From an optimization exercise on the open Yosys and OpenROAD flow, aimed at small area, a short achievable clock period and few clock cycles; shortcuts taken in it are not production practice. Function was checked by simulation only, so behaviour that the tests miss may differ from the original. Power is estimated from default activity; no workload was simulated.

$ cat config.mk
export PLATFORM = sky130hd
export DESIGN_NAME = aesKeyExpansionApb
export DESIGN_NICKNAME = aesKeyExpansionApb
export VERILOG_FILES = /design/flow/design.v
export SDC_FILE = /design/flow/constraint.sdc
export NUM_CORES = 4
export LEC_CHECK = 0
export CAP_MARGIN = 20
export CORE_MARGIN = 2
export CORE_UTILIZATION = 40
export SLEW_MARGIN = 20
$ cat constraint.sdc
create_clock -name core_clock -period 8.0 [get_ports {clk}]
set_input_delay 1.6000 -clock core_clock [delete_from_list [all_inputs] [get_ports {clk}]]
set_output_delay 1.6000 -clock core_clock [all_outputs]
set_load 0.01 [all_outputs]
$ cat design.v
package aesKeyPkg;
    localparam int wordWidth = 32;
    localparam int keyWidth = 128;
    localparam int addrWidth = 12;
    localparam int numRounds = 10;
    localparam int numWords = 44;
    typedef logic [3:0] roundIdxT;
    typedef logic [5:0] wordIdxT;
    localparam logic [8*numRounds-1:0] rconTable = {
        8'h01,
        8'h02,
        8'h04,
        8'h08,
        8'h10,
        8'h20,
        8'h40,
        8'h80,
        8'h1b,
        8'h36
    };
    typedef logic [keyWidth-1:0] roundKeyT;
    localparam logic [addrWidth-1:0] keyAddr0 = 12'h000;
    localparam logic [addrWidth-1:0] keyAddr1 = 12'h004;
    localparam logic [addrWidth-1:0] keyAddr2 = 12'h008;
    localparam logic [addrWidth-1:0] keyAddr3 = 12'h00c;
    localparam logic [addrWidth-1:0] ctrlAddr = 12'h010;
    localparam logic [addrWidth-1:0] statusAddr = 12'h014;
    localparam logic [addrWidth-1:0] roundKeyBase = 12'h100;
endpackage
`timescale 1ns/1ns
module aesSbox (
    input  logic [7:0] in,
    output logic [7:0] out
);
    logic [0:255][7:0] sboxTable;
    assign sboxTable = {
        128'h637c777bf26b6fc53001672bfed7ab76,
        128'hca82c97dfa5947f0add4a2af9ca472c0,
        128'hb7fd9326363ff7cc34a5e5f171d83115,
        128'h04c723c31896059a071280e2eb27b275,
        128'h09832c1a1b6e5aa0523bd6b329e32f84,
        128'h53d100ed20fcb15b6acbbe394a4c58cf,
        128'hd0efaafb434d338545f9027f503c9fa8,
        128'h51a3408f929d38f5bcb6da2110fff3d2,
        128'hcd0c13ec5f974417c4a77e3d645d1973,
        128'h60814fdc222a908846eeb814de5e0bdb,
        128'he0323a0a4906245cc2d3ac629195e479,
        128'he7c8376d8dd54ea96c56f4ea657aae08,
        128'hba78252e1ca6b4c6e8dd741f4bbd8b8a,
        128'h703eb5664803f60e613557b986c11d9e,
        128'he1f8981169d98e949b1e87e9ce5528df,
        128'h8ca1890dbfe6426841992d0fb054bb16
    };
    assign out = sboxTable[in];
endmodule
`timescale 1ns/1ns
module roundKeyGen (
    input  aesKeyPkg::roundKeyT curKey,
    input  aesKeyPkg::roundIdxT round,
    output aesKeyPkg::roundKeyT nextKey
);
    logic [0:3][7:0]           subWord;
    logic [7:0]                rcon;
    aesKeyPkg::roundIdxT                  rconIdx;
    logic [aesKeyPkg::wordWidth-1:0]      tempWord;
    logic [aesKeyPkg::wordWidth-1:0]      chain;
    for (genvar i = 0; i < 4; i++) begin : sboxLane
        aesSbox sbox (
            .in  (curKey[aesKeyPkg::keyWidth-1-8*(12 + (i + 1) % 4) -: 8]),
            .out (subWord[i])
        );
    end
    assign rconIdx = round - 4'd1;
    assign rcon = (round != '0 && round <= aesKeyPkg::roundIdxT'(aesKeyPkg::numRounds)) ? aesKeyPkg::rconTable[8*(aesKeyPkg::numRounds-1-int'(rconIdx)) +: 8] : 8'h00;
    assign tempWord = subWord ^ {rcon, 24'h000000};
    always_comb begin
        chain = tempWord;
        for (int k = 0; k < aesKeyPkg::keyWidth / aesKeyPkg::wordWidth; k++) begin
            chain = chain ^ curKey[aesKeyPkg::keyWidth-1-aesKeyPkg::wordWidth*(k) -: aesKeyPkg::wordWidth];
            nextKey[aesKeyPkg::keyWidth-1-aesKeyPkg::wordWidth*(k) -: aesKeyPkg::wordWidth] = chain;
        end
    end
endmodule
`timescale 1ns/1ns
module keyExpansionCtrl (
    input  logic     clk,
    input  logic     reset,
    input  logic     startPulse,
    input  aesKeyPkg::roundKeyT cipherKey,
    output logic     busy,
    output logic     done,
    output logic     storeWrite,
    output aesKeyPkg::roundIdxT storeRound,
    output aesKeyPkg::roundKeyT storeKey
);
    aesKeyPkg::roundKeyT keyReg;
    aesKeyPkg::roundKeyT nextKey;
    aesKeyPkg::roundIdxT roundCnt;
    roundKeyGen keyGen (
        .curKey  (keyReg),
        .round   (roundCnt),
        .nextKey (nextKey)
    );
    always_ff @(posedge clk) begin
        if (reset) begin
            busy <= 1'b0;
            done <= 1'b0;
            roundCnt <= '0;
        end else if (startPulse) begin
            busy <= 1'b1;
            done <= 1'b0;
            roundCnt <= aesKeyPkg::roundIdxT'(1);
        end else if (busy) begin
            if (roundCnt == aesKeyPkg::roundIdxT'(aesKeyPkg::numRounds)) begin
                busy <= 1'b0;
                done <= 1'b1;
            end else begin
                roundCnt <= roundCnt + 4'd1;
            end
        end
    end
    always_ff @(posedge clk) begin
        if (startPulse) begin
            keyReg <= cipherKey;
        end else if (busy) begin
            keyReg <= nextKey;
        end
    end
    assign storeWrite = startPulse | busy;
    assign storeRound = startPulse ? aesKeyPkg::roundIdxT'(0) : roundCnt;
    assign storeKey = startPulse ? cipherKey : nextKey;
endmodule
`timescale 1ns/1ns
module roundKeyStore (
    input  logic                 clk,
    input  logic                 writeEn,
    input  aesKeyPkg::roundIdxT             writeRound,
    input  aesKeyPkg::roundKeyT             writeKey,
    input  logic                 readEn,
    input  aesKeyPkg::wordIdxT              readIdx,
    output logic [aesKeyPkg::wordWidth-1:0] readWord
);
    logic [aesKeyPkg::wordWidth-1:0] mem [0:aesKeyPkg::numWords-1];
    aesKeyPkg::wordIdxT              baseIdx;
    assign baseIdx = {writeRound, 2'b00};
    always_ff @(posedge clk) begin
        if (writeEn && writeRound <= aesKeyPkg::roundIdxT'(aesKeyPkg::numRounds)) begin
            for (int k = 0; k < aesKeyPkg::keyWidth / aesKeyPkg::wordWidth; k++) begin
                mem[baseIdx + k] <= writeKey[aesKeyPkg::keyWidth-1-aesKeyPkg::wordWidth*(k) -: aesKeyPkg::wordWidth];
            end
        end
    end
    always_ff @(posedge clk) begin
        if (readEn) begin
            readWord <= mem[readIdx];
        end
    end
endmodule
`timescale 1ns/1ns
module apbKeyRegs (
    input  logic                 clk,
    input  logic                 reset,
    input  logic                 psel,
    input  logic                 penable,
    input  logic                 pwrite,
    input  logic [aesKeyPkg::addrWidth-1:0] paddr,
    input  logic [aesKeyPkg::wordWidth-1:0] pwdata,
    output logic [aesKeyPkg::wordWidth-1:0] prdata,
    output logic                 pready,
    output logic                 pslverr,
    input  logic                 busy,
    input  logic                 done,
    output logic                 startPulse,
    output aesKeyPkg::roundKeyT             cipherKey,
    output logic                 readEn,
    output aesKeyPkg::wordIdxT              readIdx,
    input  logic [aesKeyPkg::wordWidth-1:0] readWord
);
    logic                   access;
    logic                   isKey;
    logic                   isCtrl;
    logic                   isStatus;
    logic                   isRk;
    logic [aesKeyPkg::addrWidth-1:0]   rkOffset;
    logic [aesKeyPkg::addrWidth-3:0]   rkIndex;
    logic                   rkRead;
    logic                   errNow;
    logic                   errRk;
    logic                   pending;
    logic                   pendErr;
    assign access = psel & penable;
    assign isKey = (paddr == aesKeyPkg::keyAddr0) | (paddr == aesKeyPkg::keyAddr1) |
                   (paddr == aesKeyPkg::keyAddr2) | (paddr == aesKeyPkg::keyAddr3);
    assign isCtrl = (paddr == aesKeyPkg::ctrlAddr);
    assign isStatus = (paddr == aesKeyPkg::statusAddr);
    assign isRk = (paddr >= aesKeyPkg::roundKeyBase);
    assign rkOffset = paddr - aesKeyPkg::roundKeyBase;
    assign rkIndex = rkOffset[aesKeyPkg::addrWidth-1:2];
    assign readIdx = rkIndex[5:0];
    assign rkRead = ~pwrite & isRk;
    assign errRk = busy | (rkIndex >= aesKeyPkg::numWords);
    assign errNow = ~(isKey | isCtrl | isStatus | isRk) |
                    (pwrite & isKey & busy) |
                    (pwrite & isCtrl & pwdata[0] & busy);
    assign startPulse = access & pwrite & isCtrl & pwdata[0] & ~errNow;
    assign readEn = access & rkRead & ~pending & ~errRk;
    always_ff @(posedge clk) begin
        if (reset) begin
            pending <= 1'b0;
            pendErr <= 1'b0;
        end else if (access & rkRead & ~pending) begin
            pending <= 1'b1;
            pendErr <= errRk;
        end else begin
            pending <= 1'b0;
            pendErr <= 1'b0;
        end
    end
    always_ff @(posedge clk) begin
        if (access & pwrite & isKey & ~busy) begin
            cipherKey[aesKeyPkg::keyWidth-1-aesKeyPkg::wordWidth*int'(paddr[3:2]) -: aesKeyPkg::wordWidth] <= pwdata;
        end
    end
    assign pready = access & (~rkRead | pending);
    assign pslverr = pready & (rkRead ? pendErr : errNow);
    always_comb begin
        prdata = '0;
        if (pready & ~pslverr & ~pwrite) begin
            if (isKey) begin
                prdata = cipherKey[aesKeyPkg::keyWidth-1-aesKeyPkg::wordWidth*int'(paddr[3:2]) -: aesKeyPkg::wordWidth];
            end else if (isStatus) begin
                prdata = {{(aesKeyPkg::wordWidth-2){1'b0}}, done, busy};
            end else if (isRk) begin
                prdata = readWord;
            end
        end
    end
endmodule
`timescale 1ns/1ns
module aesKeyExpansionApb (
    input  logic                 clk,
    input  logic                 reset,
    input  logic                 psel,
    input  logic                 penable,
    input  logic                 pwrite,
    input  logic [aesKeyPkg::addrWidth-1:0] paddr,
    input  logic [aesKeyPkg::wordWidth-1:0] pwdata,
    output logic [aesKeyPkg::wordWidth-1:0] prdata,
    output logic                 pready,
    output logic                 pslverr
);
    logic                 busy;
    logic                 done;
    logic                 startPulse;
    aesKeyPkg::roundKeyT             cipherKey;
    logic                 storeWrite;
    aesKeyPkg::roundIdxT             storeRound;
    aesKeyPkg::roundKeyT             storeKey;
    logic                 readEn;
    aesKeyPkg::wordIdxT              readIdx;
    logic [aesKeyPkg::wordWidth-1:0] readWord;
    apbKeyRegs apbRegs (
        .clk        (clk),
        .reset      (reset),
        .psel       (psel),
        .penable    (penable),
        .pwrite     (pwrite),
        .paddr      (paddr),
        .pwdata     (pwdata),
        .prdata     (prdata),
        .pready     (pready),
        .pslverr    (pslverr),
        .busy       (busy),
        .done       (done),
        .startPulse (startPulse),
        .cipherKey  (cipherKey),
        .readEn     (readEn),
        .readIdx    (readIdx),
        .readWord   (readWord)
    );
    keyExpansionCtrl expCtrl (
        .clk        (clk),
        .reset      (reset),
        .startPulse (startPulse),
        .cipherKey  (cipherKey),
        .busy       (busy),
        .done       (done),
        .storeWrite (storeWrite),
        .storeRound (storeRound),
        .storeKey   (storeKey)
    );
    roundKeyStore keyStore (
        .clk        (clk),
        .writeEn    (storeWrite),
        .writeRound (storeRound),
        .writeKey   (storeKey),
        .readEn     (readEn),
        .readIdx    (readIdx),
        .readWord   (readWord)
    );
endmodule
$ cat run.sh
#!/bin/bash
# synth_recipe.tcl (not shown) runs the flow's synth.tcl, then flattens the netlist and writes it again
# the make line also repeats each setting of config.mk as NAME=value (left out here)
make -C /OpenROAD-flow-scripts/flow DESIGN_CONFIG=/design/flow/config.mk WORK_HOME=/design/flow/orfs CLKGATE_MAP_FILE= SYNTH_SCRIPT=/design/flow/synth_recipe.tcl finish
==> flow_summary_export.csv <==
group,metric,value,unit
worst_hold_path,min_to,"apbRegs.pendErr",
sta,tightest_slew,1130,ps
logic_synthesis,syn_inst,5839,
logic_synthesis,synth_edf_count,1696,
global_route,antenna_found_initial,12,
worst_hold_path,hold_path_depth,3,
global_route,use_met1,32.8,%
worst_setup_path,reg2reg_slack,2100,ps
logic_synthesis,synth_fp_nets,5960,
worst_setup_path,rr_startpoint,"expCtrl.keyReg[25]",
logic_synthesis,synthFlopType,"edfxtp_1",
drt,wl_per_cell,29.0,microns
cts,clk_latency,830,ps
global_route,grt_max_degree,130,
place,placedCellCount,8413,
global_route,met3_usage,4.01,%
worst_setup_path,cp_max_fo,21,
place,gp_congestion,0.962,
logic_synthesis,avgSynthCellArea,14.4,sq um
logic_synthesis,synth_area_leaders,"edfxtp_1 (61%), mux4_2 (14%), o21ai_0 (2.5%)",
sta,slew_violations,0,
sta,setup_ws,1210,ps
logic_synthesis,synth_top_area_cell,"edfxtp_1",
worst_hold_path,worstHoldStart,"apbRegs.pending",
worst_setup_path,startpoint_type,"input pin",
global_route,grt_pass1_wl,370,mm
floorplanning,die_area,214000,sq um
sta,slew_headroom,24.0,%
cts,post_cts_buffers,0,
cts,cts_tree,"built",
logic_synthesis,synth_seq_cells,1704,
sta,final.setup_skew,34.7,ps
outcome,status,"timing/DRC/antenna clean",
floorplanning,initial_core_util,40.2,%
cells_and_area,final_common_cell,"edfxtp_1",
worst_setup_path,cp.arrival,5190,ps
worst_setup_path,r2r_cells,12,
place,io_buffers,82,
worst_setup_path,criticalPathCategory,"input pin to output pin",
logic_synthesis,synth_area,84000,sq um
floorplanning,core,209000,sq um
worst_setup_path,worst_ep_required_time,6400,ps
drt,drt-pass1-iter-count,8,
cts,numCtsBuffers,172,
worst_hold_path,hp-class,"flip-flop to flip-flop",
drt,drc_errors,0,
cts,post_cts_resized,0,
sta,finalSetupViolCount,0,
cells_and_area,layout-area-overhead-vs-synth,11.5,%
power_and_ir_drop,p_leak,30.1,nW
drt,routed_via_density,6.20,
global_route,grt_usage,23.1,%
power_and_ir_drop,p_per_area,196,nW/um^2
sta,max_freq,147,MHz
place,pre_cts_ws,1210,ps
floorplanning,die_y,462,microns
cts,postCtsHoldBufs,0,
global_route,grt_busiest_layer,"met2",
drt,wl,253,mm
power_and_ir_drop,vdd_drop_max,0.000159,V
logic_synthesis,ys_warn_count,4,
cts,cts_max_level,4,
cells_and_area,mostFrequentLayoutCells,"edfxtp_1 (1696), mux4_2 (515), nand2_1 (463)",
logic_synthesis,yosys.area.top_type_share,60.6,%
cts,cts_sinks,1704,
sta,rsz0062_at_grt,"no",
drt,drt_iter0_drc,7185,
floorplanning,die_w,462,microns
cells_and_area,instances_no_fill,8731,
global_route,use_met2,35.9,%
cells_and_area,final_nets,5907,
cells_and_area,finish.utilization,44.8,%
global_route,overflow,0,
sta,fin_crit_sh,84.9,%
sta,period_needed,6790,ps
global_route,grt_pass1_vias,52802,
drt,vias,54093,
cells_and_area,fillers,18413,
logic_synthesis,yosysUniqueCellTypes,112,
sta,fin_tns_setup,0,ps
place,dp_hpwl,156,mm
worst_setup_path,reg2reg_to,"keyStore.mem[42][7]",
drt,drtAntennaViolNets,0,
worst_setup_path,endpoint_kind,"output pin",
cts,cts_buffer_depth,3,
floorplanning,io_pins,83,
logic_synthesis,synth_seq_area_share,60.8,%
sta,hold_viol,0,
cts,path_clk_slew,60,ps
floorplanning,row_count,168,
cells_and_area,layout-drive-gt1-share,18.0,%
cts,cts-root-buf,"clkbuf_16",
job,maxCapViolations,0,
logic_synthesis,async_reset_ff_share,0,%
stage by stage:
step	instance area [sq um]	power (mW)	hold slack, ps
after CTS	93600	18.5	635
after detailed placement	88000	10.5	628
final	93700	18.4	635
after floorplan	84100	10.3	490
after global placement	88000	10.5	619
after global routing	93700	18.9	665
cell usage after synthesis, drive strengths merged, types with 14 or more instances:
cell / instances
edfxtp: 1696
mux4: 515
nand2: 464
o21ai: 450
nor2: 295
clkbuf: 281
buf: 211
a21oi: 210
inv: 177
xnor2: 108
mux2i: 101
nand3: 98
nand2b: 94
nor3: 93
nor2b: 90
ha: 72
a31oi: 61
xor2: 54
o211ai: 51
o311ai: 48
a211oi: 43
and2: 35
or3: 34
a22oi: 33
a311oi: 33
nand4: 32
a221oi: 27
or2: 26
o31ai: 25
nor3b: 20
o221ai: 20
nor4: 18
a21o: 17
a32oi: 17
a211o: 16
a2111oi: 15
o21a: 14
xnor3: 14
worst max-delay path, cell delays in order:
cell and delay, ps:
clkdlybuf4s50_1 420, or4_2 1050, and3b_2 890, buf_4 350, a22oi_1 110, nor2_1 170
clkdlybuf4s50_1 560
sequential cells by signal, summed over array words and instances (netlist names):
name and flops:
expCtrl.roundCnt 4, expCtrl.done 1, keyStore.mem 1408, apbRegs.pending 1, keyStore.readWord 32, expCtrl.keyReg 128, apbRegs.pendErr 1, apbRegs.cipherKey 128
expCtrl.busy 1
logic make-up (layout without fill, tap and decap cells):
kind of cell | count (synthesis) | after routing | share of synthesized area [%]
AO/OA/AOI/OAI | 1222 | 1222 | 9.53
XOR/XNOR | 181 | 181 | 2.28
adder cells (fa/ha/maj) | 72 | 72 | 1.07
buffers and inverters | 674 | 758 | 3.40
flip-flops | 1704 | 1704 | 60.8
multiplexers | 627 | 627 | 15.2
other | 0 | 3 | 0
AND/OR/NAND/NOR | 1359 | 1359 | 7.77
power by group:
| group | internal (mW) | total (mW) | switching [mW] |
|---|---|---|---|
| Sequential | 9.68 | 9.68 | 0.000554 |
| Clock | 4.59 | 8.05 | 3.46 |
| Combinational | 0.300 | 0.658 | 0.358 |
worst max path at each step:
stage                        start                   to  slack (ps)  depth (start not counted)
after CTS                 paddr[9]           prdata[29]        1210                          7
after global routing      paddr[9]           prdata[28]        1150                          7
final                     paddr[9]           prdata[29]        1210                          7
after global placement    paddr[9]              pslverr        1300                          7
after detailed placement  paddr[9]           prdata[29]        1210                          7
after floorplan           paddr[3]  keyStore.mem[12][0]       -2410                         15
layer usage:
| metal | up-vias | wire length, microns |
|---|---|---|
| met1 | 28022 | 106000 |
| met4 | 8 | 8920 |
| li1 | 22908 | - |
| met2 | 2668 | 117000 |
| met5 | - | 45 |
| met3 | 487 | 21400 |
layout make-up:
type                            count  area [sq um]  share of cell area (%)
Sequential cell                  1704         51100                    54.5
Multi-Input combinational cell   3461         30300                    32.3
Clock buffer                      200          4450                    4.75
Tap cell                         2805          3510                    3.75
Timing Repair Buffer              265          2490                    2.66
Clock inverter                    111          1140                    1.22
Inverter                          182           683                   0.729
Antenna cell                        3          7.51                 0.00801
Testbench counts, summed over its fixed seeds: cycles 27,456.

## re-timing with driven ports
The flow's constraints put no driver on any port. The routed layout listed below was extracted and timed again, unchanged, in two steps.
Step 1, drivers: a clkbuf_16 drives clk and a buf_2 each remaining input, both assumed.
Step 2 times the ports against the registers' clock, not the clock port: input delays grow and output delays shrink by t, the midpoint of the rising clock arrivals with the driver on.
a / b / c = ideal / step 1 / step 2; a / b = the first two.
t (ns): 0.896
setup WS [ns]: 1.208 / 1.187 / 1.187
hold slack, ns: 0.635 / 0.635 / 0.635
clock arrival spread, ns: 0.037 / 0.038
slew at the worst register clock pin (ns): 0.07 / 0.07
After both steps this run still meets setup and hold. For this run, drivers alone change the setup slack by -0.021 ns; drivers and shift together by -0.021 ns.
